This design comes from an exercise in tuning for small area on the open sky130 flow, not from production work.
At most, simulation tests tie the RTL to the original design; equivalence was not proved.
No functional check of the RTL was part of runs 1 to 5.
Power is estimated from default activity; no workload was simulated.

### flow/run.sh
#!/bin/bash
# synth_recipe.tcl (not shown) runs the flow's synth.tcl, then flattens the netlist and writes it again
# the make line also repeats each setting of config.mk as NAME=value (left out here)
make -C /OpenROAD-flow-scripts/flow DESIGN_CONFIG=/design/flow/config.mk WORK_HOME=/design/flow/orfs CLKGATE_MAP_FILE= SYNTH_SCRIPT=/design/flow/synth_recipe.tcl finish
### flow/config.mk
export PLATFORM = sky130hd
export DESIGN_NAME = executeBranchTop
export DESIGN_NICKNAME = executeBranchTop
export VERILOG_FILES = /design/flow/design.v
export SDC_FILE = /design/flow/constraint.sdc
export NUM_CORES = 4
export LEC_CHECK = 0
export CAP_MARGIN = 0
export CORE_MARGIN = 2
export CORE_UTILIZATION = 60
export CTS_BUF_LIST = sky130_fd_sc_hd__clkbuf_4 sky130_fd_sc_hd__clkbuf_8
export SLEW_MARGIN = 0
export SYNTH_HIERARCHICAL = 1
### flow/constraint.sdc
create_clock -name core_clock -period 6.0 [get_ports {clockSignal}]
set_input_delay 1.2000 -clock core_clock [delete_from_list [all_inputs] [get_ports {clockSignal}]]
set_output_delay 1.2000 -clock core_clock [all_outputs]
set_load 0.01 [all_outputs]
### flow/design.v
package cpuDefsPkg;
    localparam int dataWidth = 32;
    localparam int immWidth = 16;                    
    localparam int fieldWidth = 6;                   
    localparam int opcodeLsb = 26;
    localparam int functLsb = 0;
    localparam int immLsb = 0;
    localparam int historyBits = 7;
    localparam int tableDepth = 1 << historyBits;    
    localparam int counterBits = 2;
    typedef logic [dataWidth-1:0] dataWord;
    typedef logic [historyBits-1:0] historyType;
    typedef logic [counterBits-1:0] counterType;
    typedef logic [fieldWidth-1:0] opcodeType;
    typedef logic [fieldWidth-1:0] functType;
    localparam counterType counterInit = 2'd2;       
    localparam counterType counterMax = 2'd3;
    localparam counterType counterMin = 2'd0;
    localparam counterType takenThreshold = 2'd2;
    localparam opcodeType opcodeRType = 6'd0;
    localparam opcodeType opcodeSlti = 6'd10;
    localparam opcodeType opcodeLw = 6'd35;
    localparam opcodeType opcodeSw = 6'd43;
    localparam opcodeType opcodeBeq = 6'd4;
    localparam functType functAdd = 6'd32;
    localparam functType functSub = 6'd34;
    localparam functType functSlt = 6'd42;
    typedef enum logic [1:0] {
        aluAdd = 2'd0,
        aluSub = 2'd1,
        aluSlt = 2'd2
    } aluOpType;
endpackage
module instructionExecute (
    input  logic               instrValid,
    input  cpuDefsPkg::dataWord instruction,
    input  cpuDefsPkg::dataWord operandA,
    input  cpuDefsPkg::dataWord operandB,
    input  cpuDefsPkg::dataWord pcPlus4,
    output logic               resultValidNext,
    output logic               overflowNext,
    output logic               branchValidNext,
    output logic               branchTakenNext,
    output cpuDefsPkg::dataWord resultNext
);
    cpuDefsPkg::opcodeType opcodeField;
    cpuDefsPkg::functType functField;
    logic [cpuDefsPkg::immWidth-1:0] immField;
    cpuDefsPkg::dataWord immExtended;
    cpuDefsPkg::dataWord branchOffset;
    cpuDefsPkg::dataWord firstOperand;
    cpuDefsPkg::dataWord secondOperand;
    cpuDefsPkg::dataWord adderB;
    cpuDefsPkg::dataWord sumResult;
    logic isRType;
    logic isSupported;
    logic isBranch;
    logic selBranch;
    logic useImmediate;
    logic subtract;
    logic selLess;
    logic lessThan;
    logic addOverflow;
    assign opcodeField = instruction[cpuDefsPkg::opcodeLsb +: cpuDefsPkg::fieldWidth];
    assign functField = instruction[cpuDefsPkg::functLsb +: cpuDefsPkg::fieldWidth];
    assign immField = instruction[cpuDefsPkg::immLsb +: cpuDefsPkg::immWidth];
    assign immExtended = {{(cpuDefsPkg::dataWidth-cpuDefsPkg::immWidth){immField[cpuDefsPkg::immWidth-1]}}, immField};
    assign branchOffset = {immExtended[cpuDefsPkg::dataWidth-3:0], 2'b00};
    assign isRType = opcodeField == cpuDefsPkg::opcodeRType;
    assign isBranch = opcodeField == cpuDefsPkg::opcodeBeq;
    assign isSupported = (isRType && (functField == cpuDefsPkg::functAdd ||
                                      functField == cpuDefsPkg::functSub ||
                                      functField == cpuDefsPkg::functSlt)) ||
                         opcodeField == cpuDefsPkg::opcodeSlti ||
                         opcodeField == cpuDefsPkg::opcodeLw ||
                         opcodeField == cpuDefsPkg::opcodeSw;
    assign selBranch = opcodeField[2];
    assign useImmediate = opcodeField[1];
    assign subtract = opcodeField[1] ? !opcodeField[0] : (functField[1] && !opcodeField[2]);
    assign selLess = opcodeField[1] ? !opcodeField[0] : (functField[3] && !opcodeField[2]);
    assign branchTakenNext = (operandA == operandB);              
    assign firstOperand = selBranch ? pcPlus4 : operandA;
    assign secondOperand = selBranch ? (branchTakenNext ? branchOffset : '0) :
                           (useImmediate ? immExtended : operandB);
    assign adderB = secondOperand ^ {cpuDefsPkg::dataWidth{subtract}};
    assign sumResult = firstOperand + adderB + {31'd0, subtract};
    assign addOverflow = (operandA[cpuDefsPkg::dataWidth-1] == adderB[cpuDefsPkg::dataWidth-1]) &&
                         (sumResult[cpuDefsPkg::dataWidth-1] != operandA[cpuDefsPkg::dataWidth-1]);
    assign lessThan = sumResult[cpuDefsPkg::dataWidth-1] ^ addOverflow;
    assign resultNext = selLess ? {{(cpuDefsPkg::dataWidth-1){1'b0}}, lessThan} : sumResult;
    assign resultValidNext = instrValid && isSupported;
    assign overflowNext = resultValidNext && !subtract && addOverflow;
    assign branchValidNext = instrValid && isBranch;
endmodule
module entrySelect (
    input  logic lowSelN,
    input  logic highSelN,
    output logic entryEnable
);
    assign entryEnable = !(lowSelN || highSelN);
endmodule
module predictorEntry (
    input  logic clockSignal,
    input  logic entryEnable,
    input  logic nextHi,
    input  logic nextLo,
    output logic counterHi,
    output logic counterLo
);
    always_ff @(posedge clockSignal) begin
        if (entryEnable) begin
            counterHi <= nextHi;
            counterLo <= nextLo;
        end
    end
endmodule
module readSelect3 (
    input  logic [2:0] entryEnable,
    input  logic [2:0] counterBit,
    output logic readN
);
    assign readN = !(|(entryEnable & counterBit));
endmodule
module predictorRead (
    input  logic [cpuDefsPkg::tableDepth-1:0] entryEnable,
    input  logic [cpuDefsPkg::tableDepth-1:0] counterBit,
    output logic readBit
);
    localparam int groups = (cpuDefsPkg::tableDepth + 2) / 3;
    logic [3*groups-1:0] paddedEnable;
    logic [3*groups-1:0] paddedBit;
    logic [groups-1:0] groupN;
    assign paddedEnable = {{(3*groups-cpuDefsPkg::tableDepth){1'b0}}, entryEnable};
    assign paddedBit = {{(3*groups-cpuDefsPkg::tableDepth){1'b0}}, counterBit};
    for (genvar g = 0; g < groups; g++) begin : g_group
        readSelect3 u_select (
            .entryEnable (paddedEnable[3*g +: 3]),
            .counterBit  (paddedBit[3*g +: 3]),
            .readN       (groupN[g])
        );
    end
    assign readBit = !(&groupN);
endmodule
module globalHistoryPredictor (
    input  logic clockSignal,
    input  logic resetSignal,
    input  logic branchValidNext,
    input  logic branchTakenNext,
    output logic predictedTaken
);
    cpuDefsPkg::historyType historyReg;
    logic [cpuDefsPkg::tableDepth-1:0] counterHi;     
    logic [cpuDefsPkg::tableDepth-1:0] counterLo;     
    logic [7:0]  lowSelN;                             
    logic [15:0] highSelN;                            
    logic [cpuDefsPkg::tableDepth-1:0] entryEnable;   
    logic readHi;
    logic readLo;
    logic nextHi;
    logic nextLo;
    always_comb begin
        for (int j = 0; j < 8; j++) begin
            lowSelN[j] = !((branchValidNext && (historyReg[2:0] == j[2:0])) || resetSignal);
        end
        for (int k = 0; k < 16; k++) begin
            highSelN[k] = !((historyReg[6:3] == k[3:0]) || resetSignal);
        end
    end
    for (genvar i = 0; i < cpuDefsPkg::tableDepth; i++) begin : g_entry
        entrySelect u_select (
            .lowSelN     (lowSelN[i % 8]),
            .highSelN    (highSelN[i / 8]),
            .entryEnable (entryEnable[i])
        );
        predictorEntry u_entry (
            .clockSignal (clockSignal),
            .entryEnable (entryEnable[i]),
            .nextHi      (nextHi),
            .nextLo      (nextLo),
            .counterHi   (counterHi[i]),
            .counterLo   (counterLo[i])
        );
    end
    predictorRead u_readHi (.entryEnable(entryEnable), .counterBit(counterHi), .readBit(readHi));
    predictorRead u_readLo (.entryEnable(entryEnable), .counterBit(counterLo), .readBit(readLo));
    assign predictedTaken = readHi;
    assign nextHi = resetSignal || (readHi & readLo) || (branchTakenNext & (readHi | readLo));
    assign nextLo = !resetSignal && (branchTakenNext ? (readHi | !readLo) : (readHi & !readLo));
    always_ff @(posedge clockSignal) begin
        if (resetSignal) begin
            historyReg <= '0;
        end else if (branchValidNext) begin
            historyReg <= {historyReg[cpuDefsPkg::historyBits-2:0], branchTakenNext};  
        end
    end
endmodule
module branchResolver (
    input  logic               clockSignal,
    input  logic               resetSignal,
    input  logic               resultValidNext,
    input  logic               overflowNext,
    input  logic               branchValidNext,
    input  logic               branchTakenNext,
    input  logic               predictedTaken,
    input  cpuDefsPkg::dataWord resultNext,
    output logic               resultValid,
    output logic               overflowFlag,
    output logic               branchResolved,
    output logic               branchTaken,
    output logic               predictedTakenOut,
    output logic               mispredict,
    output cpuDefsPkg::dataWord resultData,
    output cpuDefsPkg::dataWord redirectPc
);
    cpuDefsPkg::dataWord resultReg;
    always_ff @(posedge clockSignal) begin
        if (resetSignal) begin
            resultValid <= 1'b0;
            overflowFlag <= 1'b0;
            branchResolved <= 1'b0;
            branchTaken <= 1'b0;
            predictedTakenOut <= 1'b0;
            mispredict <= 1'b0;
        end else begin
            resultValid <= resultValidNext;
            overflowFlag <= overflowNext;
            branchResolved <= branchValidNext;
            branchTaken <= branchValidNext && branchTakenNext;
            predictedTakenOut <= branchValidNext && predictedTaken;
            mispredict <= branchValidNext && (branchTakenNext != predictedTaken);
        end
    end
    always_ff @(posedge clockSignal) begin
        resultReg <= resultNext;
    end
    assign resultData = resultReg;
    assign redirectPc = resultReg;
endmodule
module executeBranchTop (
    input  logic               clockSignal,
    input  logic               resetSignal,
    input  logic               instrValid,
    input  cpuDefsPkg::dataWord instruction,
    input  cpuDefsPkg::dataWord operandA,
    input  cpuDefsPkg::dataWord operandB,
    input  cpuDefsPkg::dataWord pcPlus4,
    output logic               resultValid,
    output cpuDefsPkg::dataWord resultData,
    output logic               overflowFlag,
    output logic               branchResolved,
    output logic               branchTaken,
    output logic               predictedTakenOut,
    output logic               mispredict,
    output cpuDefsPkg::dataWord redirectPc
);
    logic resultValidNext;
    logic overflowNext;
    logic branchValidNext;
    logic branchTakenNext;
    logic predictedTaken;
    cpuDefsPkg::dataWord resultNext;
    instructionExecute u_execute (
        .instrValid      (instrValid),
        .instruction     (instruction),
        .operandA        (operandA),
        .operandB        (operandB),
        .pcPlus4         (pcPlus4),
        .resultValidNext (resultValidNext),
        .overflowNext    (overflowNext),
        .branchValidNext (branchValidNext),
        .branchTakenNext (branchTakenNext),
        .resultNext      (resultNext)
    );
    globalHistoryPredictor u_predictor (
        .clockSignal     (clockSignal),
        .resetSignal     (resetSignal),
        .branchValidNext (branchValidNext),
        .branchTakenNext (branchTakenNext),
        .predictedTaken  (predictedTaken)
    );
    branchResolver u_resolver (
        .clockSignal       (clockSignal),
        .resetSignal       (resetSignal),
        .resultValidNext   (resultValidNext),
        .overflowNext      (overflowNext),
        .branchValidNext   (branchValidNext),
        .branchTakenNext   (branchTakenNext),
        .predictedTaken    (predictedTaken),
        .resultNext        (resultNext),
        .resultValid       (resultValid),
        .overflowFlag      (overflowFlag),
        .branchResolved    (branchResolved),
        .branchTaken       (branchTaken),
        .predictedTakenOut (predictedTakenOut),
        .mispredict        (mispredict),
        .resultData        (resultData),
        .redirectPc        (redirectPc)
    );
endmodule
==> flow_summary.toml, run 1 <==
[detailed_routing]
first_pass_iters = 7
drt_iter0_drc = 1211
totalWireLength_mm = 35.97
drc = 0
vias_per_cell = 6.154
wl_per_cell_um = 20.64
routed-via-count = 10726
ant_nets = 0

[run_status]
status = "finished clean"

[sta]
rsz0062_at_grt = "no"
worstMarginPinSlew_ns = 0.7499
hold_slack_ns = 0.5849
fmax_mhz = 192.2
hold_violations = 0
maxSlewViolCount = 0
max_slew_margin = 0.4935
post-route-period-util = 0.8670
setup_slack_ns = 0.7979
skew_ns = 0.01438
timing.setup.tns_ns = 0
layout_min_cycle_time_ns = 5.202
setup_viol = 0

[die]
core-area_sq_um = 23470
io_pins = 201
die_x_um = 158.8
dieHeight_um = 158.8
rows = 56
initial_utilization = 0.6125
die_area_sq_um = 25220

[logic_synthesis]
synth.area.top_cells = "edfxtp_1 53%, dfxtp_1 6.3%, a222oi_1 6.0%"
synth-edff-count = 256
synthArstFlopShare = 0
yosysWarnings = 9
ys_ff_latch = 301
yosysTopAreaCellShare = 0.5347
synth_most_common_cell = "edfxtp_1"
synth-seq-area-share = 0.5973
ys_top_cells_by_count = "256 x edfxtp_1, 193 x nor2_1, 86 x a222oi_1, 57 x a21oi_1, 57 x xor2_1"
ys.flop_type = "edfxtp_1"
syn_area_sq_um = 14380
yosysTopAreaCell = "edfxtp_1"
netlist_instances = 1175
syn_avg_cell_area_sq_um = 12.24
yosys.cell_types.count = 65

[clocking]
clk_path_buf_depth = 3
insertion_delay_ns = 0.54
cts_inserted_buffers = 46
path_clk_slew_ns = 0.06
cts_tree = "yes"
ctsResizeCount = 0
postCtsSetupRepairBufs = 0
clock-sinks = 301
cts.root.buffer_cell = "clkbuf_8"
cts_hold_buf = 0
h-tree-depth = 2

[power_and_ir_drop]
p_sw_mw = 1.395
irDropWorstVdd_mv = 0.1790
intPower_mw = 3.844
swShare = 0.2663
power_density_nw_per_um2 = 297.9
clkPwrFrac = 0.318
p_leak_nw = 5.914
p_seq_frac = 0.459
power_frac_comb = 0.223

[critical_path]
worstPathRequired_ns = 6.47
worstPathArrival_ns = 5.67
end_kind = "flop"
criticalPathCategory = "input pin to flop"
slowest_stage = "and3_1"
cpMostUsedCell = "nor2_1"
worstPathMaxFanout = 22
slowest_delay_ns = 0.49
r2r.worst_path.cells = 10
worstPathCellList = "clkdlybuf4s50_1 -> xor2_1 -> nor4_1 -> nand4_1 -> nor2_1 -> buf_4 -> and3_1 -> nor2_1 -> xor2_1 -> ha_1 -> nand3_1 -> nor3_1 -> nand2_1 -> a2bb2oi_1 -> o311a_1 -> o22ai_2 -> nand3_1 -> nor2_1 -> nor2b_1"
cp-start-kind = "input pin"

[placement]
dp_hpwl_mm = 25.56
place_ws_ns = 0.3805
port_buffers = 190
place.gp.congestion = 0.9223
placedCellCount = 1659

[final_layout]
nets = 1550
stdcell_count = 1743
layout-drive-gt1-share = 0.1160
area.growth.synth_to_final_pct = 22.35

[worst_hold_path]
hp-class = "flop to flop"
hold_depth = 2

[global_routing]
antenna_found_initial = 1
grt_use_total = 0.2787
grt_max_degree = 83
grt_pass1_wl_mm = 55.44
grt_overflow = 0
grt_pass1_vias = 10528

[job]
cap_violations = 0
Yosys stat by module (local to each module, per instance), excerpt:
module | cells inside | flops+latches
globalHistoryPredictor | 70 | 7
instructionExecute | 526 | 0
branchResolver | 77 | 38
predictorEntry | 2 | 2
readSelect3 | 1 | 0
predictorRead | 16 | 0
entrySelect | 1 | 0
metal layers:
layer / up-vias / track usage / part of all wire
met5: - / 0 / 0
met4: 0 / 0.1101 / 0.034
met3: 76 / 0.04519 / 0.074
met2: 471 / 0.4796 / 0.50
met1: 5166 / 0.3549 / 0.40
li1: 5013 / - / -
cell usage in the layout, fill, tap and decap left out, types with 10 or more instances in the layout:
| cell type | count |
|---|---|
| nor2_1 | 193 |
| edfxtp_1 | 256 |
| xor2_1 | 57 |
| buf_4 | 41 |
| xnor2_1 | 26 |
| nand4_1 | 24 |
| a21oi_1 | 56 |
| clkbuf_8 | 47 |
| ha_1 | 30 |
| nand2_1 | 42 |
| nor3_1 | 20 |
| dfxtp_1 | 45 |
| o21ai_0 | 10 |
| nand3_1 | 28 |
| clkdlybuf4s50_1 | 189 |
| o21ai_1 | 25 |
| nor4_1 | 14 |
| a31oi_1 | 20 |
| clkinv_1 | 12 |
| mux2_2 | 30 |
| a21o_1 | 21 |
| mux2i_1 | 23 |
| a222oi_1 | 86 |
flip-flops by register name, summed over array words and instances, names as in the netlist:
name and flops:
u_resolver.mispredict 1, u_predictor.g_entry.u_entry.counterLo 128, u_resolver.predictedTakenOut 1, u_resolver.resultReg 32
u_predictor.g_entry.u_entry.counterHi 128, u_resolver.overflowFlag 1, u_predictor.historyReg 7, u_resolver.branchTaken 1
u_resolver.resultValid 1, u_resolver.branchResolved 1
path summary, 6_finish.rpt:
kind | start | endpoint | slack [ns]
worst max-delay path | operandA[22] | u_resolver.overflowFlag | 0.80
worst min-delay path | u_predictor.historyReg[1] | u_predictor.historyReg[1] | 0.58
worst max register to register | u_predictor.historyReg[4] | u_predictor.g_entry[97].u_entry.counterHi | 1.79
worst min register to register | u_predictor.historyReg[1] | u_predictor.historyReg[1] | 0.58
worst max-delay path, delay by kind of cell:
| kind | cells | cell delay, ns |
|---|---|---|
| adder cells (fa/ha/maj) | 1 | 0.43 |
| AO/OA/AOI/OAI | 3 | 0.54 |
| XOR/XNOR | 2 | 0.38 |
| AND/OR/NAND/NOR | 11 | 2.35 |
| buffers and inverters | 2 | 0.76 |
through the flow:
stage / instance area [sq um] / util / power [mW]
global placement: 16670 / 0.7102 / 3.590
CTS: 17590 / 0.7493 / 5.273
finish: 17590 / 0.7494 / 5.239
global route: 17590 / 0.7494 / 5.452
floorplan: 14410 / - / 3.145
detailed placement: 16670 / 0.7102 / 3.606
area by class of cell:
type | instances | area, sq um
Clock buffer | 55 | 706.9
Fill cell | 1640 | 5882
Inverter | 7 | 26.28
Multi-Input combinational cell | 799 | 5413
Clock inverter | 28 | 210.2
Timing Repair Buffer | 233 | 2245
Antenna cell | 1 | 2.502
Sequential cell | 301 | 8588
Tap cell | 319 | 399.1
cell families (layout without fill, tap and decap cells):
kind of cell,Yosys count,in the layout,share of synthesized area
XOR/XNOR,83,83,0.05056
AND/OR/NAND/NOR,368,368,0.1187
adder cells (fa/ha/maj),31,31,0.02750
flip-flops,301,301,0.5973
buffers and inverters,77,323,0.02959
AO/OA/AOI/OAI,260,260,0.1363
other,2,5,0.0005223
multiplexers,53,53,0.03951
power by group through the flow:
stage,Sequential [mW],Combinational (mW),Clock [mW]
floorplan,2.47,0.676,0
global placement,2.45,1.14,0
detailed placement,2.45,1.16,0
CTS,2.41,1.16,1.70
global route,2.42,1.25,1.79
finish,2.41,1.17,1.67
==> run 2: changes to the inputs <==
--- a/flow/config.mk
+++ b/flow/config.mk
@@ -6,8 +6,8 @@
 export NUM_CORES = 4
 export LEC_CHECK = 0
-export CAP_MARGIN = 0
+export CAP_MARGIN = 20
 export CORE_MARGIN = 2
-export CORE_UTILIZATION = 60
+export CORE_UTILIZATION = 40
 export CTS_BUF_LIST = sky130_fd_sc_hd__clkbuf_4 sky130_fd_sc_hd__clkbuf_8
-export SLEW_MARGIN = 0
+export SLEW_MARGIN = 20
 export SYNTH_HIERARCHICAL = 1
==> flow_summary.toml, run 2 <==
[run_status]
status = "finished clean"

[placement]
place.gp.congestion = 0.8344
port_buffers = 190
dp_hpwl_mm = 27.81
placedCellCount = 1803

[logic_synthesis]
yosys.cell_types.count = 65
synthArstFlopShare = 0
yosysTopAreaCell = "edfxtp_1"
synth.area.top_cells = "edfxtp_1 53%, dfxtp_1 6.3%, a222oi_1 6.0%"
yosysTopAreaCellShare = 0.5347
syn_avg_cell_area_sq_um = 12.24
synth_most_common_cell = "edfxtp_1"
syn_area_sq_um = 14380
netlist_instances = 1175
ys_ff_latch = 301
ys.flop_type = "edfxtp_1"
yosysWarnings = 9
synth-edff-count = 256
synth-seq-area-share = 0.5973
ys_top_cells_by_count = "256 x edfxtp_1, 193 x nor2_1, 86 x a222oi_1, 57 x a21oi_1, 57 x xor2_1"

[die]
rows = 69
initial_utilization = 0.4052
die_x_um = 193.6
dieHeight_um = 193.6
io_pins = 201
core-area_sq_um = 35480
die_area_sq_um = 37480

[critical_path]
criticalPathCategory = "input pin to flop"
rr_endpoint = "u_predictor.g_entry[24].u_entry.counterHi"
worstPathRequired_ns = 6.23
cp-start-kind = "input pin"
cp.buffers_inverters = 3
worstPathArrival_ns = 5.37
end_kind = "flop"
worstPathCellList = "clkdlybuf4s50_1 -> nor2_1 -> nand3_1 -> nor3_2 -> nor2b_1 -> a31oi_2 -> buf_12 -> nor2_1 -> a222oi_1 -> nand4_1 -> nor4_1 -> nand3_1 -> a21oi_1 -> o21bai_4 -> buf_4"
cp-startpoint = "instruction[26]"
ff2ff_setup_slack_ns = 1.86
slowest_stage = "clkdlybuf4s50_1"
rr_startpoint = "u_predictor.historyReg[2]"
r2r.worst_path.cells = 11
crit_family = "simple AND/OR/NAND/NOR gates"
worstPathMaxFanout = 74
slowest_delay_ns = 0.63

[global_routing]
grt_pass1_vias = 10846
grt_use_total = 0.1999
grt_max_degree = 85
grt_overflow = 0
grt_pass1_wl_mm = 59.07
antenna_found_initial = 0

[final_layout]
n_antenna_cell = 0
layout_commonest_cell = "edfxtp_1"
n_fill_cell = 3152
reg_top3 = "u_predictor.g_entry.u_entry.counterHi: 128 flops, u_predictor.g_entry.u_entry.counterLo: 128 flops, u_resolver.resultReg: 32 flops"
nets = 1555
layout-drive-gt1-share = 0.1255
area.growth.synth_to_final_pct = 24.85
final_cell_mix = "256 x edfxtp_1, 192 x nor2_1, 189 x clkdlybuf4s50_1"
stdcell_count = 1895

[detailed_routing]
routed-via-count = 10490
drt_iter0_drc = 892
vias_per_cell = 5.536
wl_per_cell_um = 20.26
wl_met2_mm = 18.97
wl_met3_mm = 2.160
first_pass_iters = 6
top_layer_used = "met4"
ant_nets = 0
met1_length_mm = 16.52
totalWireLength_mm = 38.39
drc = 0

[worst_hold_path]
hold_depth = 2
hp-start = "u_predictor.historyReg[2]"
min_to = "u_predictor.historyReg[2]"
hp-class = "flop to flop"

[sta]
setup_viol = 0
rsz0062_at_grt = "no"
fmax_mhz = 194.5
timing.setup.tns_ns = 0
maxSlewViolCount = 0
post-route-period-util = 0.8568
worstMarginPinSlew_ns = 0.8462
max_slew_margin = 0.4332
layout_min_cycle_time_ns = 5.141
hold_violations = 0
skew_ns = 0.01868

[clocking]
cts_inserted_buffers = 49
postCtsSetupRepairBufs = 0
h-tree-depth = 2
insertion_delay_ns = 0.59
cts_tree = "yes"
cts_hold_buf = 0
cts.root.buffer_cell = "clkbuf_8"
path_clk_slew_ns = 0.07
clock-sinks = 301
ctsResizeCount = 0
clk_path_buf_depth = 3

[power_and_ir_drop]
irDropWorstVdd_mv = 0.1376
p_leak_nw = 5.994
power_density_nw_per_um2 = 303.3

[job]
cap_violations = 0
-- run 2: cell count changes in the layout (fill, tap and decap cells not counted), moves of 2 or more --
cell	before	now
clkbuf_8	47	54
a31oi_1	20	17
a31oi_2	0	3
buf_12	2	4
-- run 2: tightest hold or removal path, cell delays in order, from the launching register on --
cell	delay, ns
dfxtp_1	0.38
mux2i_1	0.15
nor2_1	0.05
-- run 2: power breakdown --
group	switching, mW	internal (mW)	total (mW)
clock network	0.826	1.02	1.85
logic	0.605	0.579	1.18
registers	0.0549	2.36	2.41
total	1.49	3.96	5.45
-- run 2: per-stage QoR --
| stage | total power [mW] | util | hold slack [ns] | cell area [sq um] | setup WS [ns] |
|---|---|---|---|---|---|
| floorplan | 3.145 | - | 0.5422 | 14410 | 0.2410 |
| global placement | 3.637 | 0.4768 | 0.5959 | 16920 | 0.3453 |
| detailed placement | 3.641 | 0.4768 | 0.6138 | 16920 | 0.3518 |
| CTS | 5.505 | 0.5059 | 0.6253 | 17950 | 0.9639 |
| global route | 5.688 | 0.5059 | 0.6643 | 17950 | 0.5858 |
| finish | 5.445 | 0.5059 | 0.6243 | 17950 | 0.8592 |
-- run 2: cell type report --
| type | count | area (sq um) | area share |
|---|---|---|---|
| sequential | 301 | 8588 | 0.4784 |
| tap | 461 | 576.8 | 0.03213 |
| multi-input combinational | 799 | 5441 | 0.3031 |
| clock inverter | 29 | 222.7 | 0.01241 |
| inverter | 7 | 26.28 | 0.001464 |
| clock buffer | 63 | 810.8 | 0.04517 |
| timing repair buffer | 235 | 2285 | 0.1273 |
-- run 2: modules after synthesis, one instance, submodules excluded, a selection --
| module | cells inside | area [sq um] | times used |
|---|---|---|---|
| predictorRead | 16 | 93.84 | 2 |
| globalHistoryPredictor | 70 | 529.3 | 1 |
| predictorEntry | 2 | 60.06 | 128 |
| readSelect3 | 1 | 10.01 | 86 |
| entrySelect | 1 | 3.754 | 128 |
| instructionExecute | 526 | 3577 | 1 |
| branchResolver | 77 | 1055 | 1 |
-- run 2: worst max-delay path by stage --
| stage | end | slack, ns | depth (start not counted) |
|---|---|---|---|
| 4_1_cts | u_predictor.g_entry[44].u_entry.counterLo | 0.96 | 15 |
| 3_3_place_gp | u_predictor.g_entry[46].u_entry.counterLo | 0.35 | 15 |
| 3_5_place_dp | u_predictor.g_entry[24].u_entry.counterHi | 0.35 | 15 |
| 6_report | u_predictor.g_entry[24].u_entry.counterHi | 0.86 | 15 |
| 2_1_floorplan | u_predictor.g_entry[0].u_entry.counterLo | 0.24 | 14 |
| 5_1_grt | u_predictor.g_entry[116].u_entry.counterHi | 0.59 | 15 |
-- run 2: metal layers --
layer / GRT usage / up-vias
met5: 0 / -
met4: 0.05315 / 0
met3: 0.03818 / 49
met2: 0.3472 / 361
met1: 0.2558 / 5048
li1: - / 5032
-- run 2: cell families (layout without fill, tap and decap cells) --
kind of cell    count (synthesis)  after routing  share of synthesized area
compound gates                260            260                     0.1363
buf+inv                        77            334                    0.02959
xor+xnor                       83             83                    0.05056
simple gates                  368            368                     0.1187
fa+ha+maj                      31             31                    0.02750
other cells                     2              4                  0.0005223
mux                            53             53                    0.03951
flops                         301            301                     0.5973
==> run 3: changes to the inputs <==
==> flow/flow/run.sh (new file) <==
#!/bin/bash
# The standard layout (the standard.sh, unchanged synthesis), with the port
# buffers made from the smallest buffer cell instead of the default delay buffer.
set -euo pipefail
bash standard.sh \
  "BUFFER_PORTS_ARGS=-buffer_cell sky130_fd_sc_hd__buf_1" \
  finish > standard_flow.log 2>&1
==> flow/standard.sh (new file) <==
#!/bin/bash
# synth_recipe.tcl (not shown) runs the flow's synth.tcl, then flattens the netlist and writes it again
# the make line also repeats each setting of config.mk as NAME=value (left out here)
make -C /OpenROAD-flow-scripts/flow DESIGN_CONFIG=/design/flow/config.mk WORK_HOME=/design/flow/orfs CLKGATE_MAP_FILE= SYNTH_SCRIPT=/design/flow/synth_recipe.tcl "${@:-finish}"
removed: flow/run.sh
==> flow_summary.toml, run 3 <==
[logic_synthesis]
synthArstFlopShare = 0
yosysTopAreaCell = "edfxtp_1"
syn_area_sq_um = 14380
ys.flop_type = "edfxtp_1"
yosysWarnings = 9
synth-seq-area-share = 0.5973
yosys.cell_types.count = 65
syn_avg_cell_area_sq_um = 12.24
netlist_instances = 1175
ys_ff_latch = 301
ys_top_cells_by_count = "256 x edfxtp_1, 193 x nor2_1, 86 x a222oi_1, 57 x a21oi_1, 57 x xor2_1"
yosysTopAreaCellShare = 0.5347
synth-edff-count = 256
synth.area.top_cells = "edfxtp_1 53%, dfxtp_1 6.3%, a222oi_1 6.0%"
synth_most_common_cell = "edfxtp_1"

[die]
die_area_sq_um = 37480
dieHeight_um = 193.6
die_x_um = 193.6
rows = 69
core-area_sq_um = 35480
io_pins = 201
initial_utilization = 0.4052

[final_layout]
layout-drive-gt1-share = 0.1248
nets = 1552
n_antenna_cell = 0
regArea_sq_um = 8588
area.growth.synth_to_final_pct = 16.07
final_util = 0.4703
reg_top3 = "u_predictor.g_entry.u_entry.counterHi: 128 flops, u_predictor.g_entry.u_entry.counterLo: 128 flops, u_resolver.resultReg: 32 flops"
stdcell_count = 1887
n_fill_cell = 3193
layout_commonest_cell = "edfxtp_1"
multi_input_area_sq_um = 5448
final_cell_mix = "256 x edfxtp_1, 192 x nor2_1, 188 x buf_1"

[power_and_ir_drop]
p_leak_nw = 5.459
power_density_nw_per_um2 = 311.4
finalPower_mw = 5.196
swShare = 0.2827
intPower_mw = 3.727
p_seq_frac = 0.463
power_frac_comb = 0.185
p_sw_mw = 1.469
irDropWorstVdd_mv = 0.1451
clkPwrFrac = 0.352

[sta]
maxSlewViolCount = 0
hold_violations = 0
layout_min_cycle_time_ns = 4.917
max_slew_margin = 0.3956
setup_viol = 0
post-route-period-util = 0.8195
timing.setup.tns_ns = 0
rsz0062_at_grt = "no"
worstMarginPinSlew_ns = 0.9066
skew_ns = 0.04925
fmax_mhz = 203.4

[placement]
port_buffers = 190
place.gp.congestion = 0.9292
dp_hpwl_mm = 26.54
placedCellCount = 1799

[detailed_routing]
wl_per_cell_um = 19.79
ant_nets = 0
totalWireLength_mm = 37.34
vias_per_cell = 5.570
drt_iter0_drc = 1025
met1_length_mm = 16.31
wl_met3_mm = 2.049
first_pass_iters = 6
top_layer_used = "met4"
routed-via-count = 10510
drc = 0
wl_met2_mm = 17.83

[clocking]
cts.root.buffer_cell = "clkbuf_8"
cts_hold_buf = 0
cts_tree = "yes"
clk_path_buf_depth = 3
cts_inserted_buffers = 50
h-tree-depth = 2
ctsResizeCount = 0
clock-sinks = 301
insertion_delay_ns = 0.61
path_clk_slew_ns = 0.06
postCtsSetupRepairBufs = 0

[global_routing]
grt_max_degree = 108
grt_overflow = 0
grt_pass1_vias = 10528
antenna_found_initial = 0
grt_pass1_wl_mm = 58.15
grt_use_total = 0.1954

[critical_path]
worstPathArrival_ns = 5.40
worstPathMaxFanout = 10
worstPathRequired_ns = 6.48
end_kind = "flop"
cp-start-kind = "input pin"
criticalPathCategory = "input pin to flop"

[run_status]
status = "finished clean"

[worst_hold_path]
hp-class = "flop to flop"

[job]
cap_violations = 0
==> run 3: worst paths after layout <==
kind                            slack [ns]                                        end                 startpoint  cells past startpoint
worst min-delay path                  0.62                  u_predictor.historyReg[2]  u_predictor.historyReg[2]                      2
worst min register to register        0.62                  u_predictor.historyReg[2]  u_predictor.historyReg[2]                      2
worst max-delay path                  1.08                   u_resolver.resultReg[26]               operandA[31]                     18
worst max register to register        1.60  u_predictor.g_entry[27].u_entry.counterHi  u_predictor.historyReg[2]                     11
==> run 3: critical path: stages <==
cell	delay [ns]
buf_1	0.22
xor2_1	0.15
nor4_1	0.45
nand4_1	0.17
nor2_2	0.33
buf_4	0.25
nand3_1	0.09
o21ai_1	0.14
xnor2_1	0.09
ha_1	0.34
a21oi_1	0.21
o21ai_1	0.18
or3_1	0.40
o221a_2	0.30
o2111ai_2	0.34
a31oi_1	0.20
o21a_1	0.21
nor3_1	0.13
==> run 3: cell type report <==
cell class	instances	area share
sequential	301	0.5147
clock inverter	18	0.009297
multi-input combinational	799	0.3265
tap	461	0.03457
clock buffer	70	0.05136
inverter	7	0.001575
timing repair buffer	231	0.06208
==> run 3: kinds of logic after synthesis <==
family          share of synthesized area
xor+xnor                          0.05056
buf+inv                           0.02959
compound gates                     0.1363
simple gates                       0.1187
mux                               0.03951
flops                              0.5973
fa+ha+maj                         0.02750
other cells                     0.0005223
==> run 3: per-module statistics from Yosys, one instance, submodules excluded, excerpt <==
module	flops+latches	cell area, sq um
instructionExecute	0	3577
branchResolver	38	1055
globalHistoryPredictor	7	529.3
predictorRead	0	93.84
predictorEntry	2	60.06
readSelect3	0	10.01
entrySelect	0	3.754
==> run 3: power by group through the flow <==
| stage | clock, mW | sequential (mW) | combinational [mW] |
|---|---|---|---|
| after detailed placement | 0 | 2.45 | 0.958 |
| after global placement | 0 | 2.45 | 0.956 |
| after global routing | 1.97 | 2.42 | 1.05 |
| after CTS | 1.88 | 2.41 | 0.963 |
| final | 1.83 | 2.41 | 0.959 |
| after floorplan | 0 | 2.47 | 0.676 |
==> run 3: metal layers <==
metal / global-route usage / vias up
met3: 0.03033 / 64
met5: 0 / -
met4: 0.07436 / 0
li1: - / 5018
met2: 0.3263 / 390
met1: 0.2569 / 5038
==> run 3: per-stage QoR <==
stage	area, sq um	hold WS [ns]	worst slack, ns
2_1_floorplan	14410	0.5422	0.2410
3_3_place_gp	15680	0.5985	0.5777
3_5_place_dp	15680	0.6038	0.5270
4_1_cts	16690	0.6145	1.118
5_1_grt	16690	0.6451	0.7622
6_report	16690	0.6196	1.083
==> run 4: changes to the inputs <==
==> flow/flow/run.sh (replaced) <==
#!/bin/bash
# The standard layout (the standard.sh, unchanged synthesis), with the port
# buffers made from the smallest buffer cell instead of the default delay buffer,
# and a clock tree with larger sink clusters and no dummy loads.
set -euo pipefail
bash standard.sh \
  "BUFFER_PORTS_ARGS=-buffer_cell sky130_fd_sc_hd__buf_1" \
  "CTS_ARGS=-sink_clustering_enable -repair_clock_nets -buf_list {sky130_fd_sc_hd__clkbuf_4 sky130_fd_sc_hd__clkbuf_8} -sink_clustering_size 18 -sink_clustering_max_diameter 80 -dont_use_dummy_load" \
  finish > standard_flow.log 2>&1
==> flow_summary.toml, run 4 <==
[sta]
rsz0062_at_grt = "no"
worstMarginPinSlew_ns = 0.9171
setup_viol = 0
setup_slack_ns = 0.9786
maxSlewViolCount = 0
layout_min_cycle_time_ns = 5.021
hold_violations = 0
max_slew_margin = 0.3886
fmax_mhz = 199.1
skew_ns = 0.09823
post-route-period-util = 0.8369
timing.setup.tns_ns = 0

[power_and_ir_drop]
p_seq_frac = 0.558
p_leak_nw = 5.081
clkPwrFrac = 0.220
power_density_nw_per_um2 = 269.7
p_sw_mw = 1.271
irDropWorstVdd_mv = 0.1312
intPower_mw = 3.039
power_frac_comb = 0.222
swShare = 0.2948
finalPower_mw = 4.309

[final_layout]
layout_commonest_cell = "edfxtp_1"
reg_top3 = "u_predictor.g_entry.u_entry.counterHi: 128 flops, u_predictor.g_entry.u_entry.counterLo: 128 flops, u_resolver.resultReg: 32 flops"
layout-drive-gt1-share = 0.08897
area.growth.synth_to_final_pct = 11.13
fin_area_sq_um = 15980
n_antenna_cell = 0
final_cell_mix = "256 x edfxtp_1, 192 x nor2_1, 188 x buf_1"
nets = 1524
final_util = 0.4503

[placement]
dp_hpwl_mm = 26.54
place_area_sq_um = 15680
place_ws_ns = 0.5270
port_buffers = 190
place.gp.congestion = 0.9292

[critical_path]
end_kind = "flop"
cp-start-kind = "input pin"
slowest_delay_ns = 0.45
slowest_stage = "nor4_1"
cpMostUsedCell = "o21ai_1"
worstPathRequired_ns = 6.40
crit_family = "compound AO/OA/AOI/OAI gates"
worstPathMaxFanout = 10
worstPathArrival_ns = 5.42
criticalPathCategory = "input pin to flop"
worstPathCellList = "buf_1 -> xor2_1 -> nor4_1 -> nand4_1 -> nor2_2 -> buf_4 -> nand3_1 -> o21ai_1 -> xnor2_1 -> ha_1 -> a21oi_1 -> o21ai_1 -> or3_1 -> o221a_2 -> o2111ai_2 -> a31oi_1 -> o21a_1 -> nor3_1"
cp.buffers_inverters = 2

[clocking]
clock-sinks = 301
insertion_delay_ns = 0.60
cts.root.buffer_cell = "clkbuf_8"
postCtsSetupRepairBufs = 0
cts_inserted_buffers = 22
path_clk_slew_ns = 0.10
h-tree-depth = 1
cts_hold_buf = 0
ctsResizeCount = 0
clk_path_buf_depth = 3
cts_tree = "yes"

[job]
cap_violations = 0

[die]
io_pins = 201
dieHeight_um = 193.6
die_area_sq_um = 37480
initial_utilization = 0.4052
die_x_um = 193.6
core-area_sq_um = 35480
rows = 69

[logic_synthesis]
synth.area.top_cells = "edfxtp_1 53%, dfxtp_1 6.3%, a222oi_1 6.0%"
syn_area_sq_um = 14380
yosysWarnings = 9
ys_top_cells_by_count = "256 x edfxtp_1, 193 x nor2_1, 86 x a222oi_1, 57 x a21oi_1, 57 x xor2_1"
synth-seq-area-share = 0.5973
netlist_instances = 1175
yosysTopAreaCell = "edfxtp_1"
yosysTopAreaCellShare = 0.5347
synth-edff-count = 256
syn_avg_cell_area_sq_um = 12.24
ys_ff_latch = 301
synthArstFlopShare = 0
yosys.cell_types.count = 65
synth_most_common_cell = "edfxtp_1"
ys.flop_type = "edfxtp_1"

[global_routing]
grt_pass1_wl_mm = 56.97
grt_use_total = 0.1914
grt_pass1_vias = 10204
grt_overflow = 0
antenna_found_initial = 0
grt_max_degree = 108

[worst_hold_path]
hp-class = "flop to flop"

[detailed_routing]
totalWireLength_mm = 36.81
ant_nets = 0
routed-via-count = 10279
drc = 0
first_pass_iters = 6
vias_per_cell = 5.645
wl_per_cell_um = 20.21
drt_iter0_drc = 1009

[run_status]
status = "finished clean"
run 4: final cells by class:
class                   count  area (sq um)
inverters                   7         26.28
clock buffers              22         302.8
flip-flops and latches    301          8588
well taps                 461         576.8
fillers                  3254         19510
repair buffers            231          1036
multi-input cells         799          5448
run 4: cell families (layout without fill, tap and decap cells):
logic type | Yosys count | count (layout) | synth area share
adder cells (fa/ha/maj) | 31 | 31 | 0.02750
buffers and inverters | 77 | 260 | 0.02959
flip-flops | 301 | 301 | 0.5973
other | 2 | 4 | 0.0005223
multiplexers | 53 | 53 | 0.03951
AND/OR/NAND/NOR | 368 | 368 | 0.1187
AO/OA/AOI/OAI | 260 | 260 | 0.1363
XOR/XNOR | 83 | 83 | 0.05056
run 4: power by group through the flow:
stage / Clock, mW / Sequential [mW] / Combinational, mW
global route: 1.05 / 2.42 / 1.05
finish: 0.947 / 2.40 / 0.958
CTS: 0.977 / 2.41 / 0.963
global placement: 0 / 2.45 / 0.956
detailed placement: 0 / 2.45 / 0.958
floorplan: 0 / 2.47 / 0.676
run 4: layer usage:
layer | vias up | global-route usage | routed length [um]
met5 | - | 0 | 0
met4 | 0 | 0.06870 | 1206
met3 | 67 | 0.02493 | 1999
met2 | 375 | 0.3210 | 17420
met1 | 4920 | 0.2552 | 16180
li1 | 4917 | - | -
run 4: final timing paths:
| path | slack, ns | endpoint | start | cells past startpoint |
|---|---|---|---|---|
| max | 0.98 | u_resolver.resultReg[26] | operandA[31] | 18 |
| min reg2reg | 0.63 | u_predictor.historyReg[1] | u_predictor.historyReg[1] | 2 |
| min | 0.63 | u_predictor.historyReg[1] | u_predictor.historyReg[1] | 2 |
| max reg2reg | 1.51 | u_predictor.g_entry[125].u_entry.counterHi | u_predictor.historyReg[3] | 10 |
run 4: worst reg2reg max path, delay by kind of cell, from the launching register on:
| kind | cells | cell delay, ns |
|---|---|---|
| AOI/OAI and AO/OA | 4 | 1.72 |
| and+or+nand+nor | 5 | 1.51 |
| DFF | 1 | 0.42 |
| buffers and inverters | 1 | 0.38 |
run 4: per-module statistics from Yosys (local to each module, per instance), excerpt:
module / times used / cell area, sq um / cells inside
instructionExecute: 1 / 3577 / 526
branchResolver: 1 / 1055 / 77
globalHistoryPredictor: 1 / 529.3 / 70
predictorRead: 2 / 93.84 / 16
predictorEntry: 128 / 60.06 / 2
readSelect3: 86 / 10.01 / 1
entrySelect: 128 / 3.754 / 1
run 4: per-stage QoR:
stage          instances  hold WS, ns
2_1_floorplan       1177       0.5422
3_3_place_gp        1799       0.5985
3_5_place_dp        1799       0.6038
4_1_cts             1821       0.6214
5_1_grt             1821       0.6527
6_report            1821       0.6273
==> run 5: changes to the inputs <==
==> flow/flow/run.sh (replaced) <==
#!/bin/bash
# The standard layout (the standard.sh, unchanged synthesis), with the port
# buffers made from the smallest buffer cell instead of the default delay buffer,
# and a clock tree with larger sink clusters and no dummy loads.
set -euo pipefail
bash standard.sh \
  "BUFFER_PORTS_ARGS=-buffer_cell sky130_fd_sc_hd__buf_1" \
  "CTS_ARGS=-sink_clustering_enable -repair_clock_nets -buf_list {sky130_fd_sc_hd__clkbuf_8 sky130_fd_sc_hd__clkbuf_16} -sink_clustering_size 30 -sink_clustering_max_diameter 100 -dont_use_dummy_load" \
  finish > standard_flow.log 2>&1
==> flow_summary.toml, run 5 <==
[sta]
max_slew_margin = 0.3887
skew_ns = 0.06757
fmax_mhz = 198.3
hold_violations = 0
setup_viol = 0
post-route-period-util = 0.8404
timing.setup.tns_ns = 0
setup_slack_ns = 0.9578
worstMarginPinSlew_ns = 0.9170
rsz0062_at_grt = "no"
layout_min_cycle_time_ns = 5.042
maxSlewViolCount = 0

[critical_path]
slowest_delay_ns = 0.45
cp-start-kind = "input pin"
criticalPathCategory = "input pin to flop"
worstPathArrival_ns = 5.41
cp.buffers_inverters = 2
worstPathRequired_ns = 6.36
crit_family = "compound AO/OA/AOI/OAI gates"
end_kind = "flop"
cpMostUsedCell = "o21ai_1"
worstPathCellList = "buf_1 -> xor2_1 -> nor4_1 -> nand4_1 -> nor2_2 -> buf_4 -> nand3_1 -> o21ai_1 -> xnor2_1 -> ha_1 -> a21oi_1 -> o21ai_1 -> or3_1 -> o221a_2 -> o2111ai_2 -> a31oi_1 -> o21a_1 -> nor3_1"
slowest_stage = "nor4_1"
worstPathMaxFanout = 10

[die]
core-area_sq_um = 35480
io_pins = 201
die_area_sq_um = 37480
dieHeight_um = 193.6
initial_utilization = 0.4052
rows = 69
die_x_um = 193.6

[clocking]
ctsResizeCount = 0
h-tree-depth = 1
path_clk_slew_ns = 0.09
clk_path_buf_depth = 3
cts_inserted_buffers = 15
clock-sinks = 301
cts_hold_buf = 0
cts.root.buffer_cell = "clkbuf_16"
insertion_delay_ns = 0.52
postCtsSetupRepairBufs = 0
cts_tree = "yes"

[final_layout]
reg_top3 = "u_predictor.g_entry.u_entry.counterHi: 128 flops, u_predictor.g_entry.u_entry.counterLo: 128 flops, u_resolver.resultReg: 32 flops"
nets = 1517
layout-drive-gt1-share = 0.08426
n_fill_cell = 3241
stdcell_count = 1814
n_antenna_cell = 0
area.growth.synth_to_final_pct = 11.64
fin_area_sq_um = 16050
layout_commonest_cell = "edfxtp_1"
final_util = 0.4523
final_cell_mix = "256 x edfxtp_1, 192 x nor2_1, 188 x buf_1"

[logic_synthesis]
synth-edff-count = 256
syn_area_sq_um = 14380
synthArstFlopShare = 0
yosysTopAreaCellShare = 0.5347
yosys.area_share.simple = 0.1187
yosysWarnings = 9
synth_top_family_by_area = "compound AO/OA/AOI/OAI gates"
yosys.cell_types.count = 65
synth.area.mux_share = 0.03951
ys_top_cells_by_count = "256 x edfxtp_1, 193 x nor2_1, 86 x a222oi_1, 57 x a21oi_1, 57 x xor2_1"
ys_ff_latch = 301
ys.flop_type = "edfxtp_1"
synth-compound-area-share = 0.1363
synth.area.top_cells = "edfxtp_1 53%, dfxtp_1 6.3%, a222oi_1 6.0%"
yosys.area_share.adder = 0.02750
yosysTopAreaCell = "edfxtp_1"
netlist_instances = 1175
syn_avg_cell_area_sq_um = 12.24
synth_xor_area_frac = 0.05056
synth_most_common_cell = "edfxtp_1"
synth-seq-area-share = 0.5973

[power_and_ir_drop]
power_density_nw_per_um2 = 275.8
swShare = 0.2860
power_frac_comb = 0.217
intPower_mw = 3.160
p_sw_mw = 1.266
clkPwrFrac = 0.240
p_leak_nw = 5.108
p_seq_frac = 0.543
irDropWorstVdd_mv = 0.1707

[detailed_routing]
totalWireLength_mm = 36.67
ant_nets = 0
wl_per_cell_um = 20.22
vias_per_cell = 5.647
routed-via-count = 10243
drc = 0
first_pass_iters = 6
drt_iter0_drc = 1070

[global_routing]
grt_use_total = 0.1897
grt_overflow = 0
grt_pass1_wl_mm = 56.67
antenna_found_initial = 0
grt_max_degree = 108
grt_pass1_vias = 10148

[placement]
port_buffers = 190
placedCellCount = 1799
place_area_sq_um = 15680
dp_hpwl_mm = 26.54
place_ws_ns = 0.5270
place.gp.congestion = 0.9292

[worst_hold_path]
hp-class = "flop to flop"

[job]
cap_violations = 0

[run_status]
status = "finished clean"
## run 5: changes by cell type in the layout (fill, tap and decap cells not counted)
| cell | delta |
|---|---|
| clkbuf_16 | +15 |
| clkbuf_8 | -22 |
## run 5: cells by family after synthesis
family / count (synthesis)
flip-flops: 301
multiplexers: 53
AND/OR/NAND/NOR: 368
buffers and inverters: 77
XOR/XNOR: 83
AO/OA/AOI/OAI: 260
adder cells (fa/ha/maj): 31
other: 2
## run 5: worst paths after layout
check	slack (ns)	start	endpoint	cells after the start
min	0.62	u_predictor.historyReg[1]	u_predictor.historyReg[2]	2
max	0.96	operandA[31]	u_resolver.resultReg[26]	18
max reg2reg	1.51	u_predictor.historyReg[3]	u_predictor.g_entry[24].u_entry.counterHi	10
min reg2reg	0.62	u_predictor.historyReg[1]	u_predictor.historyReg[2]	2
## run 5: worst reg2reg max path: stages (launching register included)
cell and delay [ns]:
dfxtp_1 0.42, nor2b_2 0.22, a31oi_1 0.66, nor2_1 0.24, a222oi_1 0.49, nand4_1 0.18
nor4_1 0.53, nand3_1 0.37, a21oi_1 0.34, o21bai_4 0.22, buf_4 0.38
## run 5: per-stage QoR
stage,power (mW),hold WS (ns)
after global routing,4.631,0.6505
final,4.426,0.6189
after detailed placement,3.410,0.6038
after global placement,3.407,0.5985
after floorplan,3.145,0.5422
after CTS,4.466,0.6198
## run 5: power groups by stage
| stage | logic [mW] | registers, mW | clock network, mW |
|---|---|---|---|
| after CTS | 0.963 | 2.41 | 1.10 |
| final | 0.959 | 2.40 | 1.06 |
| after floorplan | 0.676 | 2.47 | 0 |
| after global routing | 1.05 | 2.42 | 1.17 |
| after global placement | 0.956 | 2.45 | 0 |
| after detailed placement | 0.958 | 2.45 | 0 |
## run 5: routing by layer
metal	track usage	routed length, um	vias up
met4	0.06531	1223	0
met1	0.2538	16260	4950
met3	0.02232	1667	59
met2	0.3202	17530	327
met5	0	0	-
li1	-	-	4907
## run 5: final cells by class
class / instances / area (sq um) / share of cell area
sequential: 301 / 8588 / 0.5351
clock buffer: 15 / 375.4 / 0.02339
tap: 461 / 576.8 / 0.03594
timing repair buffer: 231 / 1036 / 0.06455
inverter: 7 / 26.28 / 0.001637
multi-input combinational: 799 / 5448 / 0.3394
## run 5: per-module statistics from Yosys, one instance, submodules excluded, a selection
| module | cells inside | area, sq um | copies in the design |
|---|---|---|---|
| predictorRead | 16 | 93.84 | 2 |
| globalHistoryPredictor | 70 | 529.3 | 1 |
| entrySelect | 1 | 3.754 | 128 |
| predictorEntry | 2 | 60.06 | 128 |
| instructionExecute | 526 | 3577 | 1 |
| branchResolver | 77 | 1055 | 1 |
| readSelect3 | 1 | 10.01 | 86 |
==> run 6: changes to the inputs <==
--- a/flow/design.v
+++ b/flow/design.v
@@ -93,53 +93,4 @@
     assign branchValidNext = instrValid && isBranch;
 endmodule
-module entrySelect (
-    input  logic lowSelN,
-    input  logic highSelN,
-    output logic entryEnable
-);
-    assign entryEnable = !(lowSelN || highSelN);
-endmodule
-module predictorEntry (
-    input  logic clockSignal,
-    input  logic entryEnable,
-    input  logic nextHi,
-    input  logic nextLo,
-    output logic counterHi,
-    output logic counterLo
-);
-    always_ff @(posedge clockSignal) begin
-        if (entryEnable) begin
-            counterHi <= nextHi;
-            counterLo <= nextLo;
-        end
-    end
-endmodule
-module readSelect3 (
-    input  logic [2:0] entryEnable,
-    input  logic [2:0] counterBit,
-    output logic readN
-);
-    assign readN = !(|(entryEnable & counterBit));
-endmodule
-module predictorRead (
-    input  logic [cpuDefsPkg::tableDepth-1:0] entryEnable,
-    input  logic [cpuDefsPkg::tableDepth-1:0] counterBit,
-    output logic readBit
-);
-    localparam int groups = (cpuDefsPkg::tableDepth + 2) / 3;
-    logic [3*groups-1:0] paddedEnable;
-    logic [3*groups-1:0] paddedBit;
-    logic [groups-1:0] groupN;
-    assign paddedEnable = {{(3*groups-cpuDefsPkg::tableDepth){1'b0}}, entryEnable};
-    assign paddedBit = {{(3*groups-cpuDefsPkg::tableDepth){1'b0}}, counterBit};
-    for (genvar g = 0; g < groups; g++) begin : g_group
-        readSelect3 u_select (
-            .entryEnable (paddedEnable[3*g +: 3]),
-            .counterBit  (paddedBit[3*g +: 3]),
-            .readN       (groupN[g])
-        );
-    end
-    assign readBit = !(&groupN);
-endmodule
 module globalHistoryPredictor (
     input  logic clockSignal,
@@ -166,25 +117,21 @@
             highSelN[k] = !((historyReg[6:3] == k[3:0]) || resetSignal);
         end
-    end
-    for (genvar i = 0; i < cpuDefsPkg::tableDepth; i++) begin : g_entry
-        entrySelect u_select (
-            .lowSelN     (lowSelN[i % 8]),
-            .highSelN    (highSelN[i / 8]),
-            .entryEnable (entryEnable[i])
-        );
-        predictorEntry u_entry (
-            .clockSignal (clockSignal),
-            .entryEnable (entryEnable[i]),
-            .nextHi      (nextHi),
-            .nextLo      (nextLo),
-            .counterHi   (counterHi[i]),
-            .counterLo   (counterLo[i])
-        );
-    end
-    predictorRead u_readHi (.entryEnable(entryEnable), .counterBit(counterHi), .readBit(readHi));
-    predictorRead u_readLo (.entryEnable(entryEnable), .counterBit(counterLo), .readBit(readLo));
+        for (int i = 0; i < cpuDefsPkg::tableDepth; i++) begin
+            entryEnable[i] = !(lowSelN[i % 8] || highSelN[i / 8]);
+        end
+    end
+    assign readHi = |(entryEnable & counterHi);
+    assign readLo = |(entryEnable & counterLo);
     assign predictedTaken = readHi;
     assign nextHi = resetSignal || (readHi & readLo) || (branchTakenNext & (readHi | readLo));
     assign nextLo = !resetSignal && (branchTakenNext ? (readHi | !readLo) : (readHi & !readLo));
+    always_ff @(posedge clockSignal) begin
+        for (int i = 0; i < cpuDefsPkg::tableDepth; i++) begin
+            if (entryEnable[i]) begin
+                counterHi[i] <= nextHi;
+                counterLo[i] <= nextLo;
+            end
+        end
+    end
     always_ff @(posedge clockSignal) begin
         if (resetSignal) begin
==> flow/run.sh (new file) <==
#!/bin/bash
# synth_recipe.tcl (not shown) runs the flow's synth.tcl, then flattens the netlist and writes it again
# the make line also repeats each setting of config.mk as NAME=value (left out here)
make -C /OpenROAD-flow-scripts/flow DESIGN_CONFIG=/design/flow/config.mk WORK_HOME=/design/flow/orfs CLKGATE_MAP_FILE= SYNTH_SCRIPT=/design/flow/synth_recipe.tcl finish
--- a/flow/config.mk
+++ b/flow/config.mk
@@ -9,5 +9,3 @@
 export CORE_MARGIN = 2
 export CORE_UTILIZATION = 40
-export CTS_BUF_LIST = sky130_fd_sc_hd__clkbuf_4 sky130_fd_sc_hd__clkbuf_8
 export SLEW_MARGIN = 20
-export SYNTH_HIERARCHICAL = 1
removed: flow/flow/run.sh
removed: flow/standard.sh
==> flow_summary.toml, run 6 <==
[final_layout]
final_cell_mix = "256 x edfxtp_1, 192 x nor2_1, 188 x clkdlybuf4s50_1"
layout-drive-gt1-share = 0.1376
layout_commonest_cell = "edfxtp_1"
area.growth.synth_to_final_pct = 24.78
nets = 1838
reg_top3 = "u_predictor.counterHi: 128 flops, u_predictor.counterLo: 128 flops, u_resolver.resultReg: 32 flops"

[sta]
hold_slack_ns = 0.6102
max_slew_margin = 0.3423
rsz0062_at_grt = "no"
setup_viol = 0
worstMarginPinSlew_ns = 0.9866
timing.setup.tns_ns = 0
layout_min_cycle_time_ns = 5.552
post-route-period-util = 0.9253
fmax_mhz = 180.1
maxSlewViolCount = 0
hold_violations = 0
setup_slack_ns = 0.4482
skew_ns = 0.01402

[power_and_ir_drop]
power_frac_comb = 0.213
intPower_mw = 4.318
clkPwrFrac = 0.376
p_seq_frac = 0.411
power_density_nw_per_um2 = 296.4
irDropWorstVdd_mv = 0.2172
p_sw_mw = 1.600
p_leak_nw = 6.782
swShare = 0.2704

[die]
die_x_um = 204
rows = 73
io_pins = 201
initial_utilization = 0.4036
dieHeight_um = 204
die_area_sq_um = 41620
core-area_sq_um = 39640

[global_routing]
grt_use_total = 0.3241
grt_max_degree = 68
antenna_found_initial = 1
grt_pass1_wl_mm = 95.79
grt_overflow = 0
grt_pass1_vias = 13376

[logic_synthesis]
synth.area.top_cells = "edfxtp_1 48%, dfxtp_1 5.6%, nor2_1 4.5%"
ys_top_cells_by_count = "256 x edfxtp_1, 192 x nor2_1, 84 x nand2_1, 74 x o21ai_0, 65 x xor2_1"
ys_ff_latch = 301
synth_most_common_cell = "edfxtp_1"
ys.flop_type = "edfxtp_1"
yosys.cell_types.count = 91
syn_area_sq_um = 16000
synth-seq-area-share = 0.5368
synth-edff-count = 256
synthArstFlopShare = 0
yosysTopAreaCell = "edfxtp_1"
yosysTopAreaCellShare = 0.4805
syn_avg_cell_area_sq_um = 10.97
yosysWarnings = 2
netlist_instances = 1458

[clocking]
clk_path_buf_depth = 3
clock-sinks = 301
postCtsSetupRepairBufs = 0
insertion_delay_ns = 0.55
cts_hold_buf = 0
cts_tree = "yes"
path_clk_slew_ns = 0.06
ctsResizeCount = 0
cts_inserted_buffers = 35
cts.root.buffer_cell = "clkbuf_16"
h-tree-depth = 2

[job]
cap_violations = 0

[run_status]
status = "finished clean"

[placement]
place_ws_ns = -0.1238
dp_hpwl_mm = 52.07
port_buffers = 190
place.gp.congestion = 1.044

[critical_path]
criticalPathCategory = "input pin to flop"
worstPathRequired_ns = 6.43
end_kind = "flop"
worstPathArrival_ns = 5.98
cp-start-kind = "input pin"
worstPathMaxFanout = 19

[detailed_routing]
drc = 0
first_pass_iters = 7
top_layer_used = "met5"
wl_met3_mm = 6.753
wl_per_cell_um = 30.45
ant_nets = 0
routed-via-count = 13583
totalWireLength_mm = 67.78
vias_per_cell = 6.102
drt_iter0_drc = 1536
met1_length_mm = 26.26
wl_met2_mm = 30.90

[worst_hold_path]
hp-class = "flop to flop"
## run 6: changes by cell type in the layout (fill, tap and decap cells not counted), moves of 16 or more
cell / change
nand2_1: +42
clkbuf_16: +22
a222oi_1: -81
buf_4: +61
o21ai_0: +64
nor4_1: +34
a22oi_1: +45
or2_2: +16
o21ai_1: -22
buf_1: -188
clkdlybuf4s50_1: +188
## run 6: cell type report
cell class	instances	area (sq um)
fillers	3604	19680
clock inverters	15	201.4
well taps	525	656.9
multi-input cells	1026	6746
inverters	16	60.06
clock buffers	46	959.7
flip-flops and latches	301	8588
repair buffers	296	2750
diodes	1	2.502
## run 6: worst paths after layout
kind / slack, ns / cells past startpoint / start / to
setup reg to reg: 1.12 / 13 / u_predictor.historyReg[5] / u_predictor.counterHi[104]
hold / removal: 0.61 / 2 / u_predictor.historyReg[0] / u_predictor.historyReg[0]
setup / recovery: 0.45 / 21 / operandA[31] / u_resolver.resultReg[26]
hold reg to reg: 0.61 / 2 / u_predictor.historyReg[0] / u_predictor.historyReg[0]
## run 6: cell families after synthesis
kind of cell               count (synthesis)  synth area share
DFF                                      301            0.5368
adders and majority gates                 31           0.02471
muxes                                     58           0.03902
buffers and inverters                    131           0.04543
AOI/OAI and AO/OA                        333            0.1426
and+or+nand+nor                          517            0.1639
xor gates and xnor gates                  87           0.04762
## run 6: metrics by stage
stage	power (mW)	cell area, sq um	instances	util
floorplan	3.137	16010	1458	-
global placement	3.717	18800	2164	0.4743
detailed placement	3.726	18800	2164	0.4743
CTS	5.937	19960	2225	0.5036
global route	6.115	19960	2225	0.5036
finish	5.918	19970	2226	0.5037
## run 6: metal layers
layer	track usage	vias to the layer above
met3	0.07733	182
met2	0.5248	837
li1	-	5938
met5	0	-
met1	0.4060	6624
met4	0.1625	2
## run 6: power groups by stage
stage          Sequential [mW]  Combinational [mW]  Clock [mW]
6_report                  2.43                1.26        2.23
5_1_grt                   2.44                1.35        2.33
4_1_cts                   2.43                1.25        2.25
3_5_place_dp              2.48                1.25           0
3_3_place_gp              2.48                1.24           0
2_1_floorplan             2.48               0.656           0
## run 6: critical path, stage by stage
cell and delay [ns]:
clkdlybuf4s50_1 0.61, xor2_1 0.19, nor4_1 0.32, buf_4 0.17, nand4_1 0.11, nor2_1 0.20
buf_4 0.29, nand3_1 0.10, o21ai_0 0.13, xnor2_1 0.10, ha_1 0.32, buf_4 0.15
nor2b_1 0.12, o21ai_0 0.31, a31o_1 0.26, a21oi_1 0.13, a2111oi_1 0.53, buf_4 0.23
nor3_1 0.06, o21a_1 0.19, nor3_1 0.24

[port drivers added, routing unchanged]
The flow's constraints put no driver on any port. The routed layouts listed below were extracted and timed again, unchanged, in two steps. Step 1 assumes that a clkbuf_16 drives the clock port and a buf_2 every other input. Step 2 times the ports against the registers' clock, not the clock port: input delays grow and output delays shrink by t, the midpoint of the rising clock arrivals with the driver on. Slacks: ideal ports / drivers / drivers and shift; pairs: ideal ports / drivers.
run | t (ns) | slack for setup (ns) | worst setup path after step 2
run 1 | 0.576 | 0.798 / 0.823 / 0.247 | input to register
run 2 | 0.627 | 0.859 / 0.878 / 0.251 | input to register
run 3 | 0.631 | 1.083 / 1.103 / 0.473 | input to register
run 4 | 0.594 | 0.979 / 1.002 / 0.408 | input to register
run 5 | 0.527 | 0.958 / 0.976 / 0.449 | input to register
run 6 | 0.597 | 0.448 / 0.468 / -0.129 | input to register
With both steps, setup timing fails in run 6, where it was met with ideal ports. The setup slack of run 3, which loses most, moves by +0.020 ns with the drivers and by -0.610 ns with both steps.
